What follows belongs to an exercise in optimizing a design on an open flow for small area; a production flow would make more cautious choices.
In this exercise RTL edits were held to simulation tests only and were not proved equivalent to the original.
Power and IR drop assume default switching activity.

north:
==> flow/design.v (excerpt) <==
module ww_top (
	input logic clk,
	input logic reset,
	input logic psel,
	input logic penable,
	input logic pwrite,
	input logic [7:0] paddr,
	input logic [15:0] pwdata,
	output logic [15:0] prdata,
	output logic pready,
	output logic pslverr
);
Size: ~1,200 cells after synthesis, about 590 flip-flops, ~47 I/O pins, ~15,000 µm² of cells after synthesis.
clock: 9.0 ns
lec_check: 0
cap_margin: 20
core_margin: 2
core_utilization: 75
slew_margin: 20
standard.sh (not shown) runs the stock make flow with config.mk's settings and CLKGATE_MAP_FILE= SYNTH_SCRIPT=/design/flow/synth_recipe.tcl, a recipe that flattens the netlist after the stock synthesis.
==> flow/flow/run.sh <==
#!/bin/bash
# Layout flow: the standard ORFS flow (standard.sh) with these changes:
#  - ORFS's scripts are copied to ./scripts and its ABC mapping script
#    (abc_speed.script) is replaced by flow/abc.script, an area-oriented
#    mapping; everything else in synthesis (registers, flattening, renaming
#    via synth_recipe.tcl) is unchanged;
#  - port buffers use the smallest buffer cell instead of the default choice;
#  - clock tree synthesis clusters sinks into smaller groups driven by
#    clkbuf_8 cells and inserts no dummy loads.
# make's full output goes to flow_make.log here; ORFS's per-step logs are
# under orfs/logs/.
set -euo pipefail
rm -rf scripts
cp -r "$FLOW_HOME/scripts" scripts
cp flow/abc.script scripts/abc_speed.script
CTS="-sink_clustering_enable -repair_clock_nets -dont_use_dummy_load"
CTS="$CTS -buf_list sky130_fd_sc_hd__clkbuf_8"
CTS="$CTS -sink_clustering_size 18 -sink_clustering_max_diameter 45"
bash standard.sh \
	"SCRIPTS_DIR=$PWD/scripts" \
	"BUFFER_PORTS_ARGS=-buffer_cell sky130_fd_sc_hd__buf_1" \
	"CTS_ARGS=$CTS" \
	finish > flow_make.log 2>&1
==> flow/flow/abc.script <==
strash
&get -n
&fraig -x
&put
dc2
strash
dch -f
amap
Both conditions hold for north: the flow ran to the end and the final layout passed the timing, DRC and antenna checks.
--- input diff north..south ---
# north
export LEC_CHECK = 0
export CAP_MARGIN = 20
export CORE_MARGIN = 2
export CORE_UTILIZATION = 75
export SLEW_MARGIN = 20
create_clock -name core_clock -period 9.0 [get_ports {clk}]
# south
export LEC_CHECK = 0
export CAP_MARGIN = 20
export CORE_MARGIN = 2
export CORE_UTILIZATION = 65
export SLEW_MARGIN = 20
create_clock -name core_clock -period 9.0 [get_ports {clk}]
--- a/flow/flow/run.sh
+++ b/flow/flow/run.sh
@@ -16,5 +16,5 @@
 CTS="-sink_clustering_enable -repair_clock_nets -dont_use_dummy_load"
 CTS="$CTS -buf_list sky130_fd_sc_hd__clkbuf_8"
-CTS="$CTS -sink_clustering_size 18 -sink_clustering_max_diameter 45"
+CTS="$CTS -sink_clustering_size 20 -sink_clustering_max_diameter 50"
 bash standard.sh \
 	"SCRIPTS_DIR=$PWD/scripts" \
Results
south finished every step from synthesis to the final layout, and the layout passed the timing, DRC and antenna checks. Delta (south minus north): met1 routing resource usage after global routing saw a decrease; met3 demand-to-capacity share in global routing saw a decrease; detailed-route wire length per cell saw a decrease; global-route met2 utilization saw a decrease; final core utilization saw a decrease. From south to north, number of clock sinks did not move at all. On placement row count: south sits above north. Compared with north, in south area growth from synthesis to final layout now sits higher; floorplan die area went up.
Changes in east relative to south:
# south
export LEC_CHECK = 0
export CAP_MARGIN = 20
export CORE_MARGIN = 2
export CORE_UTILIZATION = 65
export SLEW_MARGIN = 20
create_clock -name core_clock -period 9.0 [get_ports {clk}]
# east
export LEC_CHECK = 0
export CAP_MARGIN = 20
export CORE_MARGIN = 2
export CORE_UTILIZATION = 75
export SLEW_MARGIN = 20
create_clock -name core_clock -period 9.0 [get_ports {clk}]
[summary]
east and south ended up with roughly the same post-layout total power. east vs. south: internal power summed over all cells stayed essentially flat, non-clock buffer count fell by about 2%, cell count fell by 3.2%.

* * *

v20:
Another version of the RTL of ww_top (not shown whole).
For scale: about 1100 cells after synthesis, about 580 flip-flops, about 0.015 mm2 of cells after synthesis.
Design ww_top, start of the top module:
module ww_top (
	input logic clk,
	input logic reset,
	input logic psel,
	input logic penable,
	input logic pwrite,
	input logic [7:0] paddr,
	input logic [15:0] pwdata,
	output logic [15:0] prdata,
	output logic pready,
	output logic pslverr
);
Settings: LEC_CHECK=0, CAP_MARGIN=20, CORE_MARGIN=2, CORE_UTILIZATION=60, SLEW_MARGIN=20; clock period 9.0 ns.
==> flow/flow/run.sh <==
#!/bin/bash
# Layout flow: the standard ORFS flow (standard.sh) with these changes:
#  - ORFS's scripts are copied to ./scripts and its ABC mapping script
#    (abc_speed.script) is replaced by flow/abc.script, an area-oriented
#    mapping; everything else in synthesis (registers, flattening, renaming
#    via synth_recipe.tcl) is unchanged;
#  - port buffers use the smallest buffer cell instead of the default choice;
#  - clock tree synthesis clusters sinks into smaller groups driven by
#    clkbuf_8 cells and inserts no dummy loads.
# make's full output goes to flow_make.log here; ORFS's per-step logs are
# under orfs/logs/.
set -euo pipefail
rm -rf scripts
cp -r "$FLOW_HOME/scripts" scripts
cp flow/abc.script scripts/abc_speed.script
CTS="-sink_clustering_enable -repair_clock_nets -dont_use_dummy_load"
CTS="$CTS -buf_list sky130_fd_sc_hd__clkbuf_8"
CTS="$CTS -sink_clustering_size 20 -sink_clustering_max_diameter 50"
bash standard.sh \
	"SCRIPTS_DIR=$PWD/scripts" \
	"BUFFER_PORTS_ARGS=-buffer_cell sky130_fd_sc_hd__buf_1" \
	"CTS_ARGS=$CTS" \
	finish > flow_make.log 2>&1
==> flow/flow/abc.script <==
strash
&get -n
&fraig -x
&put
dc2
strash
dch -f
amap -F 4 -A 10 -E 0.01
Input changes introduced in v10 (baseline for comparison: v20):
# v20
export LEC_CHECK = 0
export CAP_MARGIN = 20
export CORE_MARGIN = 2
export CORE_UTILIZATION = 60
export SLEW_MARGIN = 20
create_clock -name core_clock -period 9.0 [get_ports {clk}]
# v10
export LEC_CHECK = 0
export CAP_MARGIN = 20
export CORE_MARGIN = 2
export CORE_UTILIZATION = 72
export SLEW_MARGIN = 20
create_clock -name core_clock -period 9.0 [get_ports {clk}]
--- outcome ---
The sequential fraction of design power reported for v10 is smaller than that of v20 by 0.7 points.
Looking at combinational share of power, v10 sits 0.5 points above v20.
Compared with v20, v10 is the more power-hungry design.
After synthesis and placement, the instance count of v10 is below that of v20.
v10 gives more wire length than v20 did.
Taking v20 as the reference, in v10 final worst-path cycle share dropped 1.2 points; global-route wire length before repair saw an increase.
Edits applied to the flow inputs when going from v10 to v52:
# v10
export LEC_CHECK = 0
export CAP_MARGIN = 20
export CORE_MARGIN = 2
export CORE_UTILIZATION = 72
export SLEW_MARGIN = 20
create_clock -name core_clock -period 9.0 [get_ports {clk}]
# v52
export LEC_CHECK = 0
export CAP_MARGIN = 5
export CORE_MARGIN = 2
export CORE_UTILIZATION = 65
export SLEW_MARGIN = 5
create_clock -name core_clock -period 9.0 [get_ports {clk}]
[summary]
- From v10 to v52 the numbers moved as follows: first-pass GRT wire length now sits lower; path length in cells of the critical path now sits lower; wire length now sits lower; worst path setup slack after routing now sits higher.
- v10 reports its cell with the largest stage delay on the worst path as sky130_fd_sc_hd__nand2_1 while v52 reports sky130_fd_sc_hd__nor2_1.
- [compare] base=v10 new=v52: final critical delay including setup and external delays went down by 0.0036 ns; area added between synthesis and finish increased by 0.22 points relative to the old numbers.

separate check: timing with driven ports:
The flow's constraints put no driver on any port. The routed layouts listed below were extracted and timed again, unchanged, in two steps. Step 1 (the two cells are an assumption about what drives the block):
set clk [get_ports {clk}]
set_driving_cell -lib_cell sky130_fd_sc_hd__clkbuf_16 $clk
set_driving_cell -lib_cell sky130_fd_sc_hd__buf_2 [delete_from_list [all_inputs] $clk]
Step 2 adds t to the input delays and takes it off the output delays; t is the mean of the earliest and latest rising clock arrival at the registers after step 1. Input paths then give back, and output paths get back, about the clock's delay inside the block. Slacks: ideal / step 1 / step 2; pairs: ideal / step 1.
run	shift t [ns]	slack for setup (ns)	hold WS [ns]	latest minus earliest clock arrival (ns)
north	0.575	2.513 / 2.516 / 1.941	0.263 / 0.263 / 0.263	0.108 / 0.108
south	0.576	2.654 / 2.657 / 2.081	0.272 / 0.272 / 0.272	0.066 / 0.066
east	0.584	2.669 / 2.674 / 2.090	0.297 / 0.297 / 0.297	0.066 / 0.066
v20	0.571	2.573 / 2.593 / 2.023	0.304 / 0.304 / 0.304	0.080 / 0.079
v10	0.593	2.683 / 2.708 / 2.115	0.245 / 0.245 / 0.245	0.116 / 0.117
v52	0.572	2.687 / 2.702 / 2.131	0.274 / 0.274 / 0.274	0.101 / 0.101
After both steps every run listed still meets setup and hold. The setup slack of east, which loses most, moves by +0.005 ns with the drivers and by -0.579 ns with both steps.
